From an optimization exercise on the open Yosys and OpenROAD flow, aimed at small area, a short achievable clock period and few clock cycles; shortcuts taken in it are not production practice.
RTL that was checked went through simulation tests only; none was proved equivalent to the original.
Only the layout flow was run in run 1; the RTL was not checked for function there.

===== design.v =====
package lpf_pkg;
  localparam int VALUE_WIDTH = 64;
  localparam int OUT_WIDTH   = 64;
  localparam int DIV_WIDTH   = 32;                     
  localparam int FAST_WIDTH  = 12;                     
  localparam int STEP_BITS   = 4;                      
  localparam int NCHUNK      = VALUE_WIDTH / STEP_BITS;
  localparam int CHUNK_W     = $clog2(NCHUNK);
  localparam int DCHUNK      = DIV_WIDTH / STEP_BITS;   
  localparam int WHEEL_LEN   = 51;
  localparam int WHEEL_LOOP  = 3;
  localparam logic [3*WHEEL_LEN-1:0] WHEEL_HALF_GAPS = 153'h14d28a65a29b2d169c45151a6532da29968a289;
endpackage
module lpf_div #(
  parameter int WIDTH = 32,
  parameter int STEPS = 1
) (
  input  logic [WIDTH-1:0] rem_in,
  input  logic [STEPS-1:0] chunk,
  input  logic [WIDTH-1:0] divisor,
  output logic [WIDTH-1:0] rem_out,
  output logic [STEPS-1:0] quot,
  output logic             rem_zero    
);
  localparam int N   = WIDTH + 1;
  localparam int LVL = $clog2(N);
  function automatic logic [N:0] borrows(input logic [N-1:0] t, input logic [N-1:0] d);
    logic [N-1:0] g, p, g2, p2;
    g = ~t & d;
    p = ~(t ^ d);
    for (int l = 0; l < LVL; l++) begin
      g2 = g;
      p2 = p;
      for (int i = 0; i < N; i++) begin
        if (i >= (1 << l)) begin
          g2[i] = g[i] | (p[i] & g[i - (1 << l)]);
          p2[i] = p[i] & p[i - (1 << l)];
        end
      end
      g = g2;
      p = p2;
    end
    borrows = {g, 1'b0};
  endfunction
  function automatic logic all_equal(input logic [N-1:0] t, input logic [N-1:0] d);
    all_equal = (t == d);
  endfunction
  always_comb begin
    logic [N-1:0]   t;
    logic [N-1:0]   d;
    logic [N:0]     b;
    logic [WIDTH-1:0] r;
    r = rem_in;
    d = {1'b0, divisor};
    for (int s = STEPS - 1; s >= 0; s--) begin
      t = {r, chunk[s]};
      b = borrows(t, d);
      quot[s] = ~b[N];
      if (s == 0) rem_zero = b[N] ? (t == '0) : all_equal(t, d);
      if (!b[N]) r = t[WIDTH-1:0] ^ d[WIDTH-1:0] ^ b[WIDTH-1:0];
      else       r = t[WIDTH-1:0];
    end
    rem_out = r;
  end
endmodule
module lpf_div4 #(
  parameter int WIDTH = 12,
  parameter int STEPS = 4
) (
  input  logic [WIDTH-1:0] rem_in,
  input  logic [STEPS-1:0] chunk,
  input  logic [WIDTH-1:0] divisor,
  input  logic [WIDTH+1:0] divisor3,
  output logic [WIDTH-1:0] rem_out,
  output logic [STEPS-1:0] quot,
  output logic             rem_zero    
);
  localparam int N   = WIDTH + 2;
  localparam int LVL = $clog2(N);
  function automatic logic [N:0] borrows(input logic [N-1:0] t, input logic [N-1:0] d);
    logic [N-1:0] g, p, g2, p2;
    g = ~t & d;
    p = ~(t ^ d);
    for (int l = 0; l < LVL; l++) begin
      g2 = g;
      p2 = p;
      for (int i = 0; i < N; i++) begin
        if (i >= (1 << l)) begin
          g2[i] = g[i] | (p[i] & g[i - (1 << l)]);
          p2[i] = p[i] & p[i - (1 << l)];
        end
      end
      g = g2;
      p = p2;
    end
    borrows = {g, 1'b0};
  endfunction
  always_comb begin
    logic [N-1:0]     t, d1, d2, d3;
    logic [N:0]       b1, b2, b3;
    logic [WIDTH-1:0] r;
    r  = rem_in;
    d1 = N'(divisor);
    d2 = N'({divisor, 1'b0});
    d3 = divisor3;
    rem_zero = 1'b0;
    for (int s = STEPS / 2 - 1; s >= 0; s--) begin
      t  = {r, chunk[2*s+1], chunk[2*s]};
      b1 = borrows(t, d1);
      b2 = borrows(t, d2);
      b3 = borrows(t, d3);
      if (!b3[N]) begin
        quot[2*s +: 2] = 2'd3;
        r = WIDTH'(t ^ d3 ^ b3[N-1:0]);
        if (s == 0) rem_zero = (t == d3);
      end else if (!b2[N]) begin
        quot[2*s +: 2] = 2'd2;
        r = WIDTH'(t ^ d2 ^ b2[N-1:0]);
        if (s == 0) rem_zero = (t == d2);
      end else if (!b1[N]) begin
        quot[2*s +: 2] = 2'd1;
        r = WIDTH'(t ^ d1 ^ b1[N-1:0]);
        if (s == 0) rem_zero = (t == d1);
      end else begin
        quot[2*s +: 2] = 2'd0;
        r = WIDTH'(t);
        if (s == 0) rem_zero = (t == '0);
      end
    end
    rem_out = r;
  end
endmodule
module largest_prime_factor (
  input  logic                          clk,
  input  logic                          rst_n,
  input  logic                          in_valid,
  output logic                          in_stall,
  input  logic [lpf_pkg::OUT_WIDTH-1:0] in_value,
  output logic                          out_valid,
  input  logic                          out_stall,
  output logic [lpf_pkg::OUT_WIDTH-1:0] out_largest_factor,
  output logic                          out_status
);
  localparam int VW = lpf_pkg::VALUE_WIDTH;
  localparam int DW = lpf_pkg::DIV_WIDTH;
  localparam int FW = lpf_pkg::FAST_WIDTH;
  localparam int K  = lpf_pkg::STEP_BITS;
  localparam int CW = lpf_pkg::CHUNK_W;
  localparam int SW = $clog2(K);
  localparam int DCW = $clog2(lpf_pkg::DCHUNK);
  typedef enum logic [2:0] {
    ST_IDLE,
    ST_STRIP,
    ST_REM,
    ST_QUO,
    ST_PRE,
    ST_DONE
  } state_t;
  localparam logic [1:0] CMP_EQ = 2'd0;
  localparam logic [1:0] CMP_LT = 2'd1;
  localparam logic [1:0] CMP_GT = 2'd2;
  state_t          state_r, state_nxt;
  logic            busy_r, busy_nxt;         
  logic            ovalid_r, ovalid_nxt;     
  logic [VW-1:0]   q_r, q_nxt;               
  logic [DW-1:0]   d_r, d_nxt;               
  logic            wide_r, wide_nxt;         
  logic [DW-1:0]   w_r, w_nxt;               
  logic [CW-1:0]   j_r, j_nxt;               
  logic [K-1:0]    chunk_r, chunk_nxt;       
  logic [SW-1:0]   sb_r, sb_nxt;             
  logic [K-2:0]    qacc_r, qacc_nxt;         
  logic [CW-1:0]   tseen_r, tseen_nxt;       
  logic            seen_r, seen_nxt;
  logic [1:0]      cmp_r, cmp_nxt;           
  logic [5:0]      widx_r, widx_nxt;         
  logic [5:0]      widxp_r, widxp_nxt;       
  logic [2:0]      hgap_r, hgap_nxt;         
  logic            chk_r, chk_nxt;           
  logic            rz_r, rz_nxt;             
  logic            lt_r, lt_nxt;             
  logic            ov_r, ov_nxt;             
  logic            twos_r, twos_nxt;         
  logic            status_r, status_nxt;
  logic [K-1:0]    dchunk;
  logic [FW-1:0]   w_fast;
  logic [K-1:0]    q_fast;
  logic [DW-1:0]   w_wide;
  logic            q_wide;
  logic            z_fast, z_wide;
  logic [K-1:0]    qbits;
  logic [DW-1:0]   w_step;
  logic            chunk_end;
  logic [1:0]      cmp_step;
  logic            rem_zero;
  logic [2:0]      hgap;
  logic [DW:0]     d_inc;
  logic [DW-1:0]   d_prev;
  logic [K-1:0]    vbits;
  logic [CW-1:0]   top_pass;
  assign dchunk = (j_r < CW'(lpf_pkg::DCHUNK)) ? d_r[j_r[DCW-1:0]*K +: K] : '0;
  logic [FW+1:0]   d3_r, d3_nxt;
  assign d3_nxt = {1'b0, d_nxt[FW-1:0], 1'b0} + {2'b00, d_nxt[FW-1:0]};
  lpf_div4 #(.WIDTH(FW), .STEPS(K)) u_fast (
    .rem_in  (w_r[FW-1:0]),
    .chunk   (chunk_r),
    .divisor (d_r[FW-1:0]),
    .divisor3 (d3_r),
    .rem_out (w_fast),
    .quot    (q_fast),
    .rem_zero (z_fast)
  );
  lpf_div #(.WIDTH(DW), .STEPS(1)) u_wide (
    .rem_in  (w_r),
    .chunk   (chunk_r[K-1-sb_r]),
    .divisor (d_r),
    .rem_out (w_wide),
    .quot    (q_wide),
    .rem_zero (z_wide)
  );
  always_comb begin
    if (wide_r) begin
      w_step    = w_wide;
      qbits     = {qacc_r, q_wide};
      chunk_end = (sb_r == SW'(K - 1));
      rem_zero  = z_wide;
    end else begin
      w_step    = DW'(w_fast);
      qbits     = q_fast;
      chunk_end = 1'b1;
      rem_zero  = z_fast;
    end
  end
  always_comb begin
    logic [1:0] c0, c1;
    c0 = cmp_r;
    c1 = cmp_r;
    if (cmp_r == CMP_EQ) begin
      if (qbits[K-1:1] < dchunk[K-1:1])      begin c0 = CMP_LT; c1 = CMP_LT; end
      else if (qbits[K-1:1] > dchunk[K-1:1]) begin c0 = CMP_GT; c1 = CMP_GT; end
      else begin
        c0 = dchunk[0] ? CMP_LT : CMP_EQ;
        c1 = dchunk[0] ? CMP_EQ : CMP_GT;
      end
    end
    cmp_step = qbits[0] ? c1 : c0;
  end
  assign hgap     = lpf_pkg::WHEEL_HALF_GAPS[widx_r*3 +: 3];
  assign d_inc    = {1'b0, d_r} + {{(DW-3){1'b0}}, hgap, 1'b0};
  assign d_prev   = d_r - {{(DW-4){1'b0}}, hgap_r, 1'b0};
  assign vbits    = (state_r == ST_QUO) ? qbits : chunk_r;
  assign top_pass = seen_r ? tseen_r : j_r;
  logic [CW-1:0]   top_m1;
  logic [K-1:0]    q_top, q_top1, dn_top, dn_top1;
  assign top_m1  = top_pass - CW'(1);
  assign q_top   = q_r[top_pass*K +: K];
  assign q_top1  = q_r[top_m1*K +: K];
  assign dn_top  = (top_pass < CW'(lpf_pkg::DCHUNK)) ? d_inc[top_pass[DCW-1:0]*K +: K] : '0;
  assign dn_top1 = (top_m1 < CW'(lpf_pkg::DCHUNK)) ? d_inc[top_m1[DCW-1:0]*K +: K] : '0;
  always_comb begin
    state_nxt  = state_r;
    busy_nxt   = busy_r;
    ovalid_nxt = ovalid_r;
    q_nxt      = q_r;
    d_nxt      = d_r;
    wide_nxt   = wide_r;
    w_nxt      = w_r;
    j_nxt      = j_r;
    sb_nxt     = sb_r;
    qacc_nxt   = qacc_r;
    tseen_nxt  = tseen_r;
    seen_nxt   = seen_r;
    cmp_nxt    = cmp_r;
    widx_nxt   = widx_r;
    widxp_nxt  = widxp_r;
    hgap_nxt   = hgap_r;
    chk_nxt    = 1'b0;
    rz_nxt     = rz_r;
    lt_nxt     = lt_r;
    ov_nxt     = ov_r;
    twos_nxt   = twos_r;
    status_nxt = status_r;
    case (state_r)
      ST_IDLE: begin
        if (in_valid) begin
          q_nxt      = in_value[VW-1:0];
          twos_nxt   = 1'b0;
          busy_nxt   = 1'b1;
          state_nxt  = ST_STRIP;
        end
      end
      ST_STRIP: begin
        if (q_r[VW-1:1] == '0) begin
          status_nxt = ~q_r[0];
          q_nxt      = {{(VW-2){1'b0}}, twos_r, 1'b0};
          ovalid_nxt = 1'b1;
          state_nxt  = ST_DONE;
        end else if (!q_r[0]) begin
          q_nxt    = q_r >> 1;
          twos_nxt = 1'b1;
        end else begin
          status_nxt = 1'b0;
          d_nxt      = DW'(3);
          wide_nxt   = 1'b0;
          widx_nxt   = '0;
          w_nxt      = '0;
          j_nxt      = CW'(lpf_pkg::NCHUNK - 1);
          sb_nxt     = '0;
          seen_nxt   = 1'b0;
          cmp_nxt    = CMP_EQ;
          state_nxt  = ST_REM;
        end
      end
      ST_PRE: begin
        state_nxt = ST_REM;
      end
      ST_REM, ST_QUO: begin
        if (chk_r && (rz_r || lt_r || ov_r)) begin
          if (rz_r && lt_r) begin
            q_nxt      = {{(VW-DW){1'b0}}, d_prev};
            ovalid_nxt = 1'b1;
            state_nxt  = ST_DONE;
          end else if (rz_r) begin
            d_nxt     = d_prev;
            wide_nxt  = (d_prev[DW-1:FW] != '0);
            widx_nxt  = widxp_r;
            w_nxt     = '0;
            j_nxt     = top_pass;
            sb_nxt    = '0;
            seen_nxt  = 1'b0;
            cmp_nxt   = CMP_EQ;
            state_nxt = ST_QUO;
          end else begin
            ovalid_nxt = 1'b1;
            state_nxt  = ST_DONE;
          end
        end else begin
          w_nxt    = w_step;
          sb_nxt   = sb_r + SW'(1);
          qacc_nxt = {qacc_r, q_wide};
          if (chunk_end) begin
            cmp_nxt = cmp_step;
            j_nxt   = j_r - CW'(1);
            if (!seen_r && vbits != '0) begin
              seen_nxt  = 1'b1;
              tseen_nxt = j_r;
            end
            if (state_r == ST_QUO) q_nxt[j_r*K +: K] = qbits;
          end
          if (chunk_end && j_r == '0) begin
            w_nxt    = '0;
            sb_nxt   = '0;
            cmp_nxt  = CMP_EQ;
            seen_nxt = 1'b0;
            j_nxt    = top_pass;
            if (state_r == ST_QUO) begin
              state_nxt = ST_PRE;
            end else begin
              chk_nxt   = 1'b1;
              rz_nxt    = rem_zero;
              lt_nxt    = (cmp_step == CMP_LT);
              ov_nxt    = d_inc[DW];
              d_nxt     = d_inc[DW-1:0];
              wide_nxt  = (d_inc[DW-1:FW] != '0);
              hgap_nxt  = hgap;
              widxp_nxt = widx_r;
              widx_nxt  = (widx_r == 6'(lpf_pkg::WHEEL_LEN - 1)) ? 6'(lpf_pkg::WHEEL_LOOP) : widx_r + 6'd1;
              if (d_inc[DW-1:2*K] != '0) begin
                w_nxt     = DW'({q_top, q_top1});
                j_nxt     = top_pass - CW'(2);
                seen_nxt  = 1'b1;
                tseen_nxt = top_pass;
                cmp_nxt   = (dn_top != '0 || dn_top1 != '0) ? CMP_LT : CMP_EQ;
              end else if (d_inc[DW-1:K] != '0) begin
                w_nxt     = DW'(q_top);
                j_nxt     = top_pass - CW'(1);
                seen_nxt  = 1'b1;
                tseen_nxt = top_pass;
                cmp_nxt   = (dn_top != '0) ? CMP_LT : CMP_EQ;
              end
            end
          end
        end
      end
      ST_DONE: begin
        if (!out_stall) begin
          ovalid_nxt = 1'b0;
          busy_nxt   = 1'b0;
          state_nxt  = ST_IDLE;
        end
      end
      default: begin
        state_nxt = ST_IDLE;
      end
    endcase
  end
  assign chunk_nxt = q_r[j_nxt*K +: K];
  always_ff @(posedge clk) begin
    if (!rst_n) begin
      state_r  <= ST_IDLE;
      busy_r   <= 1'b0;
      ovalid_r <= 1'b0;
      chk_r    <= 1'b0;
    end else begin
      state_r  <= state_nxt;
      busy_r   <= busy_nxt;
      ovalid_r <= ovalid_nxt;
      chk_r    <= chk_nxt;
    end
  end
  always_ff @(posedge clk) begin
    q_r      <= q_nxt;
    d_r      <= d_nxt;
    d3_r     <= d3_nxt;
    wide_r   <= wide_nxt;
    w_r      <= w_nxt;
    j_r      <= j_nxt;
    chunk_r  <= chunk_nxt;
    sb_r     <= sb_nxt;
    qacc_r   <= qacc_nxt;
    tseen_r  <= tseen_nxt;
    seen_r   <= seen_nxt;
    cmp_r    <= cmp_nxt;
    widx_r   <= widx_nxt;
    widxp_r  <= widxp_nxt;
    hgap_r   <= hgap_nxt;
    rz_r     <= rz_nxt;
    lt_r     <= lt_nxt;
    ov_r     <= ov_nxt;
    twos_r   <= twos_nxt;
    status_r <= status_nxt;
  end
  assign in_stall           = busy_r;
  assign out_valid          = ovalid_r;
  assign out_largest_factor = lpf_pkg::OUT_WIDTH'(q_r);
  assign out_status         = status_r;
endmodule

===== run.sh =====
#!/bin/bash
# synth_recipe.tcl (not shown) runs the flow's synth.tcl, then flattens the netlist and writes it again
# the make line also repeats each setting of config.mk as NAME=value (left out here)
make -C /OpenROAD-flow-scripts/flow DESIGN_CONFIG=/design/flow/config.mk WORK_HOME=/design/flow/orfs CLKGATE_MAP_FILE= SYNTH_SCRIPT=/design/flow/synth_recipe.tcl finish

===== config.mk =====
export PLATFORM = sky130hd
export DESIGN_NAME = largest_prime_factor
export DESIGN_NICKNAME = largest_prime_factor
export VERILOG_FILES = /design/flow/design.v
export SDC_FILE = /design/flow/constraint.sdc
export NUM_CORES = 4
export LEC_CHECK = 0
export CAP_MARGIN = 20
export CORE_MARGIN = 2
export CORE_UTILIZATION = 40
export SLEW_MARGIN = 20

===== constraint.sdc =====
create_clock -name core_clock -period 8.0 [get_ports {clk}]
set_input_delay 1.6000 -clock core_clock [delete_from_list [all_inputs] [get_ports {clk}]]
set_output_delay 1.6000 -clock core_clock [all_outputs]
set_load 0.01 [all_outputs]

==> results of run 1 <==
placed cells by master (no fill, tap or decap), drive strengths merged, types with 20 or more instances in the layout:
cell type / n
nor2: 211
nand2: 247
xnor2: 82
edfxtp: 149
dfxtp: 39
a22oi: 41
mux2: 22
a21oi: 178
o211ai: 23
a21o: 51
nand3: 65
nor4: 44
mux4: 32
nand4: 42
nor2b: 28
a211oi: 59
a31oi: 30
buf: 56
and3: 29
o21ai: 154
mux2i: 59
a221oi: 34
inv: 121
nor3: 51
o22ai: 24
xor2: 51
ha: 133
nand2b: 20
or3: 20
clkdlybuf4s50: 134
worst paths after layout:
path / startpoint / end / slack (ns) / cells after the start
setup / recovery: d_r[6]$_DFF_P_ / cmp_r[1]$_SDFFCE_PP0P_ / 0.88 / 24
hold / removal: qacc_r[0]$_DFFE_PP_ / qacc_r[1]$_DFFE_PP_ / 0.45 / 0
setup reg to reg: d_r[6]$_DFF_P_ / cmp_r[1]$_SDFFCE_PP0P_ / 0.88 / 24
hold reg to reg: qacc_r[0]$_DFFE_PP_ / qacc_r[1]$_DFFE_PP_ / 0.45 / 0
final cells by class:
class | count | area (µm²)
multi-input combinational | 1967 | 13800
antenna | 2 | 5.00
inverter | 114 | 428
tap | 672 | 841
fill | 4978 | 27200
timing repair buffer | 190 | 1760
sequential | 188 | 5260
clock buffer | 18 | 429
clock inverter | 14 | 179
logic make-up after synthesis:
family	Yosys count	share of synthesized area, %
AND/OR/NAND/NOR	819	19.9
AO/OA/AOI/OAI	759	25.6
buffers and inverters	259	5.44
flip-flops	188	26.2
adder cells (fa/ha/maj)	143	9.29
XOR/XNOR	133	5.80
multiplexers	113	7.81
Yosys cell counts (11+ instances only):
cell type / count
sky130_fd_sc_hd__nand2_1: 247
sky130_fd_sc_hd__nor2_1: 211
sky130_fd_sc_hd__a21oi_1: 177
sky130_fd_sc_hd__edfxtp_1: 149
sky130_fd_sc_hd__o21ai_0: 148
sky130_fd_sc_hd__ha_1: 133
sky130_fd_sc_hd__inv_1: 111
sky130_fd_sc_hd__clkbuf_1: 104
sky130_fd_sc_hd__xnor2_1: 82
sky130_fd_sc_hd__nand3_1: 65
sky130_fd_sc_hd__mux2i_1: 59
sky130_fd_sc_hd__a211oi_1: 57
sky130_fd_sc_hd__xor2_1: 51
sky130_fd_sc_hd__a21o_1: 50
sky130_fd_sc_hd__nor3_1: 49
sky130_fd_sc_hd__nor4_1: 42
sky130_fd_sc_hd__a22oi_1: 41
sky130_fd_sc_hd__dfxtp_1: 39
sky130_fd_sc_hd__nand4_1: 38
sky130_fd_sc_hd__a221oi_1: 34
sky130_fd_sc_hd__a31oi_1: 30
sky130_fd_sc_hd__mux4_2: 30
sky130_fd_sc_hd__and3_1: 28
sky130_fd_sc_hd__nor2b_1: 28
sky130_fd_sc_hd__o211ai_1: 23
sky130_fd_sc_hd__o22ai_1: 23
sky130_fd_sc_hd__mux2_2: 22
sky130_fd_sc_hd__nand2b_1: 20
sky130_fd_sc_hd__buf_1: 19
sky130_fd_sc_hd__or3_1: 19
sky130_fd_sc_hd__o21a_1: 18
sky130_fd_sc_hd__and2_1: 16
sky130_fd_sc_hd__o21bai_1: 14
sky130_fd_sc_hd__o31ai_1: 14
sky130_fd_sc_hd__a22o_1: 11
sky130_fd_sc_hd__a311oi_1: 11
routing by layer:
metal | up-vias | GRT usage (%)
met5 | - | 0
met4 | 0 | 17.4
met3 | 270 | 5.70
met2 | 1304 | 50.8
met1 | 9974 | 42.3
li1 | 9289 | -
registers in the layout, indices dropped and copies added, names as in the netlist, 3 cells and up:
name / flops
q_r: 64
widx_r: 6
w_r: 32
d_r: 31
j_r: 4
chunk_r: 4
widxp_r: 6
tseen_r: 4
d3_r: 14
hgap_r: 3
state_r: 3
qacc_r: 3
worst register-to-register path, delay by kind of cell, from the launching register on:
kind / cells / cell delay (ns)
compound gates: 13 / 3.09
fa+ha+maj: 3 / 1.21
buf+inv: 2 / 0.28
flops: 1 / 0.89
simple gates: 6 / 1.40
per-stage QoR:
step | setup WS (ns) | util [%] | hold slack [ns] | area, µm²
3_3_place_gp | 1.09 | 44.3 | 0.425 | 22100
6_report | 0.882 | 45.5 | 0.454 | 22700
5_1_grt | 0.433 | 45.5 | 0.461 | 22700
3_5_place_dp | 0.997 | 44.3 | 0.435 | 22100
2_1_floorplan | 1.95 | - | 0.417 | 20100
4_1_cts | 0.993 | 45.5 | 0.453 | 22700
==> impl_metrics.prom, run 1 <==
# TYPE chip_impl_metric gauge
chip_impl_info{name="cpMaxStageDelayCell",value="sky130_fd_sc_hd__dfxtp_1"} 1
chip_impl_metric{name="antenna_violating_nets_post_route",unit=""} 0
chip_impl_metric{name="drt_pass1_iterations",unit=""} 6
chip_impl_metric{name="arrival",unit="ns"} 7.38
chip_impl_metric{name="cts-resized-gates",unit=""} 0
chip_impl_metric{name="cts_buffer_depth",unit=""} 2
chip_impl_metric{name="overall_die_height",unit="µm"} 228
chip_impl_metric{name="vias",unit=""} 20800
chip_impl_metric{name="syn_to_final_growth",unit="%"} 13.1
chip_impl_metric{name="layout-drive-gt1-share",unit="%"} 7.79
chip_impl_metric{name="met3_length",unit="µm"} 7430
chip_impl_metric{name="synth_warnings",unit=""} 3
chip_impl_metric{name="met2WireLength",unit="µm"} 38100
chip_impl_metric{name="place.detailed.instances",unit=""} 3131
chip_impl_metric{name="synth_top_area_share",unit="%"} 22.3
chip_impl_metric{name="setup_total_negative_slack",unit="ns"} 0
chip_impl_info{name="cell_by_cell_trace_of_the_critical_path",value="ha_1 > a21o_1 > a21o_1 > a21oi_1 > o31a_1 > and2_1 > a211oi_1 > o32ai_1 > ha_1 > a21o_1 > a21oi_1 > o21ai_0 > a2111oi_0 > nor4_1 > o41ai_1 > or2_2 > o41a_1 > buf_4 > inv_1 > ha_1 > nand3_1 > or3_1 > nand4_1 > o211ai_1"} 1
chip_impl_metric{name="syn-instance-count",unit=""} 2414
chip_impl_metric{name="avgViaCountPerCell",unit=""} 6.58
chip_impl_metric{name="cts_max_level",unit=""} 4
chip_impl_metric{name="yosysSeqAreaShare",unit="%"} 26.2
chip_impl_info{name="critical_path.top_delay_family",value="compound AO/OA/AOI/OAI gates"} 1
chip_impl_metric{name="crit_fanout",unit=""} 14
chip_impl_metric{name="dp.final_hpwl",unit="µm"} 64700
chip_impl_info{name="timing_worst_setup_path_type",value="reg -> reg"} 1
chip_impl_metric{name="finClkSkew",unit="ns"} 0.0155
chip_impl_metric{name="route.final.wire_length",unit="µm"} 86200
chip_impl_metric{name="clk-insertion-delay-late",unit="ns"} 0.52
chip_impl_metric{name="clock_pin_slew_of_the_registers_on_the_worst_case_setup_and_hold_paths",unit="ns"} 0.08
chip_impl_metric{name="post_cts_hold_buffer_count",unit=""} 0
chip_impl_metric{name="io_buffers",unit=""} 134
chip_impl_info{name="yosys_most_used_dff",value="sky130_fd_sc_hd__edfxtp_1"} 1
chip_impl_metric{name="maximum_number_of_pins_on_one_net_before_global_route_repair",unit=""} 64
chip_impl_metric{name="post-route-drc-count",unit=""} 0
chip_impl_metric{name="dieArea",unit="mm²"} 0.0520
chip_impl_metric{name="initial_utilization",unit="%"} 40.3
chip_impl_metric{name="drv_cap",unit=""} 0
chip_impl_metric{name="synth.distinct_cells",unit=""} 103
chip_impl_metric{name="cell_area_synth",unit="mm²"} 0.0201
chip_impl_info{name="run_status",value="finished clean"} 1
chip_impl_metric{name="total_congestion_overflow",unit=""} 0
chip_impl_info{name="tritoncts",value="built"} 1
chip_impl_metric{name="grt_antenna_before_repair",unit=""} 1
chip_impl_metric{name="postSynthRegisterBits",unit=""} 188
chip_impl_info{name="top_layer",value="met4"} 1
chip_impl_metric{name="numCtsBuffers",unit=""} 17
chip_impl_metric{name="worstPathBufferInverterCount",unit=""} 2
chip_impl_metric{name="numClockSinks",unit=""} 188
chip_impl_metric{name="route.detailed.wl_per_inst",unit="µm"} 27.2
chip_impl_metric{name="final-max-slew-violation-count",unit=""} 0
chip_impl_metric{name="number_of_core_rows",unit=""} 82
chip_impl_metric{name="headroom_to_the_max_slew_limit",unit="%"} 23.3
chip_impl_metric{name="report.final.hold_viol_count",unit=""} 0
chip_impl_metric{name="instances_no_fill",unit=""} 3165
chip_impl_metric{name="drtIter0Drc",unit=""} 2366
chip_impl_metric{name="synth_edf_count",unit=""} 149
chip_impl_metric{name="syn_avg_cell_area",unit="µm²"} 8.31
chip_impl_metric{name="synth.net_count",unit=""} 2625
chip_impl_metric{name="num-nets-final",unit=""} 2689
chip_impl_metric{name="vias_in_the_first_global_route",unit=""} 19700
chip_impl_info{name="cts_root_buffer",value="sky130_fd_sc_hd__clkbuf_16"} 1
chip_impl_info{name="synth_top_cells_by_area",value="sky130_fd_sc_hd__edfxtp_1 (22%), sky130_fd_sc_hd__ha_1 (8.3%), sky130_fd_sc_hd__nand2_1 (4.6%)"} 1
chip_impl_metric{name="globalplace.congestion",unit=""} 1.02
chip_impl_metric{name="worst_path_largest_cell_delay",unit="ns"} 0.89
chip_impl_metric{name="grt_pass1_wl",unit="µm"} 127000
chip_impl_info{name="start_kind",value="flop"} 1
chip_impl_metric{name="timing.final.crit_share",unit="%"} 89.0
chip_impl_metric{name="die_width",unit="µm"} 228
chip_impl_metric{name="placeableCoreArea",unit="mm²"} 0.0499
chip_impl_metric{name="wirelength_met1",unit="µm"} 35600
chip_impl_metric{name="max_clock_freq",unit="GHz"} 0.140
chip_impl_info{name="hold_path.class",value="reg -> reg"} 1
chip_impl_metric{name="post_cts_buffers",unit=""} 0
chip_impl_metric{name="tightestPinTransition",unit="ns"} 1.15
chip_impl_info{name="synthDominantAreaCellType",value="sky130_fd_sc_hd__edfxtp_1"} 1
chip_impl_metric{name="number_of_setup_violations_in_the_final_report",unit=""} 0
chip_impl_metric{name="worstPathRequired",unit="ns"} 8.26
chip_impl_metric{name="ys_async_sr_fraction",unit="%"} 0
chip_impl_metric{name="top_level_ports",unit=""} 135
chip_impl_info{name="setup.worst_path.end_class",value="flop"} 1
chip_impl_metric{name="layout_min_cycle_time",unit="ns"} 7.12
chip_impl_info{name="grt_setup_unrepaired",value="false"} 1
chip_impl_metric{name="grt.total_usage",unit="%"} 32.3
==> run 2: changes to the inputs <==
--- a/design.v
+++ b/design.v
@@ -65,69 +65,2 @@
 endmodule
-module lpf_div4 #(
-  parameter int WIDTH = 12,
-  parameter int STEPS = 4
-) (
-  input  logic [WIDTH-1:0] rem_in,
-  input  logic [STEPS-1:0] chunk,
-  input  logic [WIDTH-1:0] divisor,
-  input  logic [WIDTH+1:0] divisor3,
-  output logic [WIDTH-1:0] rem_out,
-  output logic [STEPS-1:0] quot,
-  output logic             rem_zero    
-);
-  localparam int N   = WIDTH + 2;
-  localparam int LVL = $clog2(N);
-  function automatic logic [N:0] borrows(input logic [N-1:0] t, input logic [N-1:0] d);
-    logic [N-1:0] g, p, g2, p2;
-    g = ~t & d;
-    p = ~(t ^ d);
-    for (int l = 0; l < LVL; l++) begin
-      g2 = g;
-      p2 = p;
-      for (int i = 0; i < N; i++) begin
-        if (i >= (1 << l)) begin
-          g2[i] = g[i] | (p[i] & g[i - (1 << l)]);
-          p2[i] = p[i] & p[i - (1 << l)];
-        end
-      end
-      g = g2;
-      p = p2;
-    end
-    borrows = {g, 1'b0};
-  endfunction
-  always_comb begin
-    logic [N-1:0]     t, d1, d2, d3;
-    logic [N:0]       b1, b2, b3;
-    logic [WIDTH-1:0] r;
-    r  = rem_in;
-    d1 = N'(divisor);
-    d2 = N'({divisor, 1'b0});
-    d3 = divisor3;
-    rem_zero = 1'b0;
-    for (int s = STEPS / 2 - 1; s >= 0; s--) begin
-      t  = {r, chunk[2*s+1], chunk[2*s]};
-      b1 = borrows(t, d1);
-      b2 = borrows(t, d2);
-      b3 = borrows(t, d3);
-      if (!b3[N]) begin
-        quot[2*s +: 2] = 2'd3;
-        r = WIDTH'(t ^ d3 ^ b3[N-1:0]);
-        if (s == 0) rem_zero = (t == d3);
-      end else if (!b2[N]) begin
-        quot[2*s +: 2] = 2'd2;
-        r = WIDTH'(t ^ d2 ^ b2[N-1:0]);
-        if (s == 0) rem_zero = (t == d2);
-      end else if (!b1[N]) begin
-        quot[2*s +: 2] = 2'd1;
-        r = WIDTH'(t ^ d1 ^ b1[N-1:0]);
-        if (s == 0) rem_zero = (t == d1);
-      end else begin
-        quot[2*s +: 2] = 2'd0;
-        r = WIDTH'(t);
-        if (s == 0) rem_zero = (t == '0);
-      end
-    end
-    rem_out = r;
-  end
-endmodule
 module largest_prime_factor (
@@ -201,5 +134,3 @@
   assign dchunk = (j_r < CW'(lpf_pkg::DCHUNK)) ? d_r[j_r[DCW-1:0]*K +: K] : '0;
-  logic [FW+1:0]   d3_r, d3_nxt;
-  assign d3_nxt = {1'b0, d_nxt[FW-1:0], 1'b0} + {2'b00, d_nxt[FW-1:0]};
-  lpf_div4 #(.WIDTH(FW), .STEPS(K)) u_fast (
+  lpf_div #(.WIDTH(FW), .STEPS(K)) u_fast (
     .rem_in  (w_r[FW-1:0]),
@@ -207,3 +138,2 @@
     .divisor (d_r[FW-1:0]),
-    .divisor3 (d3_r),
     .rem_out (w_fast),
@@ -413,3 +343,2 @@
     d_r      <= d_nxt;
-    d3_r     <= d3_nxt;
     wide_r   <= wide_nxt;
==> impl_metrics.prom, run 2 <==
# TYPE chip_impl_metric gauge
chip_impl_metric{name="drv_cap",unit=""} 0
chip_impl_info{name="synth_top_cells_by_area",value="sky130_fd_sc_hd__edfxtp_1 (27%), sky130_fd_sc_hd__ha_1 (6.0%), sky130_fd_sc_hd__mux2i_1 (5.7%)"} 1
chip_impl_info{name="timing_worst_setup_path_type",value="reg -> reg"} 1
chip_impl_metric{name="crit_fanout",unit=""} 8
chip_impl_metric{name="finClkSkew",unit="ns"} 0.0169
chip_impl_metric{name="finish.utilization",unit="%"} 48.7
chip_impl_metric{name="overall_die_height",unit="µm"} 216
chip_impl_metric{name="antenna_violating_nets_post_route",unit=""} 0
chip_impl_metric{name="timing.final.crit_share",unit="%"} 96.4
chip_impl_metric{name="cts_buffer_depth",unit=""} 2
chip_impl_metric{name="cts_max_level",unit=""} 4
chip_impl_metric{name="final-max-slew-violation-count",unit=""} 0
chip_impl_metric{name="worst_path_largest_cell_delay",unit="ns"} 0.46
chip_impl_metric{name="max_clock_freq",unit="GHz"} 0.130
chip_impl_metric{name="synth_top_area_share",unit="%"} 26.8
chip_impl_metric{name="largest_reg_flops",unit=""} 64
chip_impl_metric{name="synth.net_count",unit=""} 2234
chip_impl_metric{name="grt_antenna_before_repair",unit=""} 2
chip_impl_metric{name="multiInputGateArea",unit="mm²"} 0.0123
chip_impl_info{name="synthDominantAreaCellType",value="sky130_fd_sc_hd__edfxtp_1"} 1
chip_impl_metric{name="globalplace.congestion",unit=""} 0.984
chip_impl_metric{name="diodes",unit=""} 0
chip_impl_metric{name="dp.final_hpwl",unit="µm"} 55100
chip_impl_metric{name="numClockSinks",unit=""} 174
chip_impl_metric{name="layout-drive-gt1-share",unit="%"} 14.2
chip_impl_metric{name="num-nets-final",unit=""} 2394
chip_impl_metric{name="cell_area_synth",unit="mm²"} 0.0179
chip_impl_metric{name="grt.total_usage",unit="%"} 31.4
chip_impl_metric{name="synth_warnings",unit=""} 3
chip_impl_metric{name="clock_pin_slew_of_the_registers_on_the_worst_case_setup_and_hold_paths",unit="ns"} 0.08
chip_impl_metric{name="synth.distinct_cells",unit=""} 101
chip_impl_info{name="reg_top3",value="q_r (64), w_r (32), d_r (31)"} 1
chip_impl_metric{name="drtIter0Drc",unit=""} 2006
chip_impl_metric{name="layout_min_cycle_time",unit="ns"} 7.72
chip_impl_metric{name="syn_to_final_growth",unit="%"} 20.0
chip_impl_metric{name="tightestPinTransition",unit="ns"} 1.04
chip_impl_info{name="hold_path.class",value="reg -> reg"} 1
chip_impl_info{name="setup.worst_path.end_class",value="flop"} 1
chip_impl_info{name="synth.cells.most_frequent",value="sky130_fd_sc_hd__nor2_1 (187), sky130_fd_sc_hd__nand2_1 (163), sky130_fd_sc_hd__edfxtp_1 (160), sky130_fd_sc_hd__a21oi_1 (145), sky130_fd_sc_hd__o21ai_0 (115)"} 1
chip_impl_metric{name="die_width",unit="µm"} 216
chip_impl_metric{name="numCtsBuffers",unit=""} 17
chip_impl_metric{name="placeableCoreArea",unit="mm²"} 0.0442
chip_impl_metric{name="headroom_to_the_max_slew_limit",unit="%"} 30.4
chip_impl_metric{name="synth_edf_count",unit=""} 160
chip_impl_metric{name="syn-instance-count",unit=""} 2073
chip_impl_metric{name="report.final.hold_viol_count",unit=""} 0
chip_impl_metric{name="total_congestion_overflow",unit=""} 0
chip_impl_info{name="final_common_cell",value="sky130_fd_sc_hd__nor2_1"} 1
chip_impl_info{name="start_kind",value="flop"} 1
chip_impl_metric{name="fill_cell_count",unit=""} 4218
chip_impl_metric{name="clk-insertion-delay-late",unit="ns"} 0.47
chip_impl_metric{name="worstRegToRegCells",unit=""} 34
chip_impl_info{name="regMostFlops",value="q_r"} 1
chip_impl_info{name="synth.most_common_cell",value="sky130_fd_sc_hd__nor2_1"} 1
chip_impl_metric{name="grt_pass1_wl",unit="µm"} 110000
chip_impl_metric{name="number_of_setup_violations_in_the_final_report",unit=""} 0
chip_impl_metric{name="drt_pass1_iterations",unit=""} 6
chip_impl_info{name="run_status",value="finished clean"} 1
chip_impl_metric{name="initial_utilization",unit="%"} 40.6
chip_impl_metric{name="vias_in_the_first_global_route",unit=""} 17500
chip_impl_metric{name="yosysSeqAreaShare",unit="%"} 28.3
chip_impl_info{name="tritoncts",value="built"} 1
chip_impl_info{name="cpMaxStageDelayCell",value="sky130_fd_sc_hd__or4b_1"} 1
chip_impl_metric{name="post_cts_hold_buffer_count",unit=""} 0
chip_impl_metric{name="syn_avg_cell_area",unit="µm²"} 8.65
chip_impl_metric{name="avgViaCountPerCell",unit=""} 6.39
chip_impl_metric{name="top_level_ports",unit=""} 135
chip_impl_info{name="cts_root_buffer",value="sky130_fd_sc_hd__clkbuf_16"} 1
chip_impl_metric{name="worstHoldPathCells",unit=""} 0
chip_impl_info{name="final_cell_mix",value="sky130_fd_sc_hd__nor2_1 (185), sky130_fd_sc_hd__nand2_1 (160), sky130_fd_sc_hd__edfxtp_1 (160)"} 1
chip_impl_metric{name="route.detailed.wl_per_inst",unit="µm"} 26.5
chip_impl_metric{name="worstPathRequired",unit="ns"} 8.34
chip_impl_metric{name="dieArea",unit="mm²"} 0.0466
chip_impl_metric{name="postSynthRegisterBits",unit=""} 174
chip_impl_metric{name="arrival",unit="ns"} 8.06
chip_impl_metric{name="number_of_core_rows",unit=""} 77
chip_impl_info{name="yosys_most_used_dff",value="sky130_fd_sc_hd__edfxtp_1"} 1
chip_impl_metric{name="post-route-drc-count",unit=""} 0
chip_impl_metric{name="vias",unit=""} 18100
chip_impl_metric{name="maximum_number_of_pins_on_one_net_before_global_route_repair",unit=""} 64
chip_impl_metric{name="setup_total_negative_slack",unit="ns"} 0
chip_impl_metric{name="route.final.wire_length",unit="µm"} 75100
chip_impl_metric{name="ys_async_sr_fraction",unit="%"} 0
chip_impl_metric{name="io_buffers",unit=""} 134
chip_impl_metric{name="register_area",unit="mm²"} 0.00509
-- run 2: cell types whose count changed after synthesis, moves of 16 or more --
cell,before,now
sky130_fd_sc_hd__a22oi_1,41,68
sky130_fd_sc_hd__inv_1,111,95
sky130_fd_sc_hd__a21oi_1,177,145
sky130_fd_sc_hd__a21o_1,50,34
sky130_fd_sc_hd__a31oi_1,30,11
sky130_fd_sc_hd__nor2_1,211,187
sky130_fd_sc_hd__dfxtp_1,39,14
sky130_fd_sc_hd__mux2i_1,59,103
sky130_fd_sc_hd__ha_1,133,86
sky130_fd_sc_hd__nand2_1,247,163
sky130_fd_sc_hd__o21ai_0,148,115
-- run 2: critical path, delay by kind of cell (launching register included) --
family | cells | cell delay, ns
buffers and inverters | 3 | 0.50
flip-flops | 1 | 0.45
adder cells (fa/ha/maj) | 5 | 1.43
multiplexers | 1 | 0.38
XOR/XNOR | 1 | 0.14
AND/OR/NAND/NOR | 8 | 1.74
AO/OA/AOI/OAI | 16 | 2.93
-- run 2: layout make-up --
type / count / share of cell area [%]
sequential: 174 / 23.6
inverter: 100 / 1.74
clock buffer: 21 / 2.09
tap: 592 / 3.44
clock inverter: 11 / 0.622
timing repair buffer: 277 / 11.4
multi-input combinational: 1663 / 57.1
-- run 2: what timing repair did --
action,4_1_cts,5_1_grt
hold endpoints to repair,0,0
pin swaps,0,24
gates resized for setup,1,69
endpoints found under the setup margin,11,37
setup buffers,0,18
-- run 2: worst paths after layout --
kind	start	endpoint	slack, ns
min	qacc_r[1]$_DFFE_PP_	qacc_r[2]$_DFFE_PP_	0.47
max	w_r[2]$_SDFFCE_PN0P_	w_r[11]$_SDFFCE_PP0P_	0.28
max reg2reg	w_r[2]$_SDFFCE_PN0P_	w_r[11]$_SDFFCE_PP0P_	0.28
min reg2reg	qacc_r[1]$_DFFE_PP_	qacc_r[2]$_DFFE_PP_	0.47
-- run 2: stage by stage --
step                cells  instance area, µm²  setup slack (ns)  hold slack (ns)
floorplan            2073               18000            0.0172            0.422
global placement     2788               20400            0.0410            0.437
finish               2838               21500             0.285            0.466
CTS                  2820               21000            0.0145            0.458
global route         2838               21500           -0.0501            0.473
detailed placement   2788               20400           -0.0510            0.443
-- run 2: cell families after synthesis --
group	share of synthesized area, %
DFF	28.3
adders and majority gates	7.06
muxes	11.0
xor gates and xnor gates	6.30
buffers and inverters	5.53
and+or+nand+nor	17.5
AOI/OAI and AO/OA	24.2
-- run 2: metal layers --
layer | wire [µm] | global-route usage (%) | part of all wire (%) | up-vias
li1 | - | - | - | 8175
met1 | 30700 | 40.6 | 41 | 8747
met2 | 34400 | 51.0 | 46 | 1011
met3 | 5940 | 5.13 | 7.9 | 200
met4 | 4000 | 15.7 | 5.3 | 2
met5 | 13 | 0 | 0.017 | -
Testbench counts of run 2, summed over its fixed seeds: cycles 292,303.

-- re-timing with driven ports --
The results above use ideal ports. As a check the final layouts listed here were re-extracted and re-timed, cells and wires unchanged.
Step 1: set_driving_cell puts a clkbuf_16 on clk and a buf_2 on each other input, an assumption about the parent block.
Step 2 adds t to the input delays and takes it off the output delays; t is the mean of the earliest and latest rising clock arrival at the registers after step 1. Input paths then give back, and output paths get back, about the clock's delay inside the block.
a / b / c = no drivers / after step 1 / after step 2; a / b = the first two.
run	shift t [ns]	slack for setup (ns)	clock arrival spread, ns	worst register clock-pin slew, ns
run 1	0.575	0.882 / 0.882 / 0.882	0.016 / 0.015	0.09 / 0.09
run 2	0.522	0.285 / 0.285 / 0.285	0.017 / 0.017	0.08 / 0.08
After both steps every run listed still meets setup and hold.
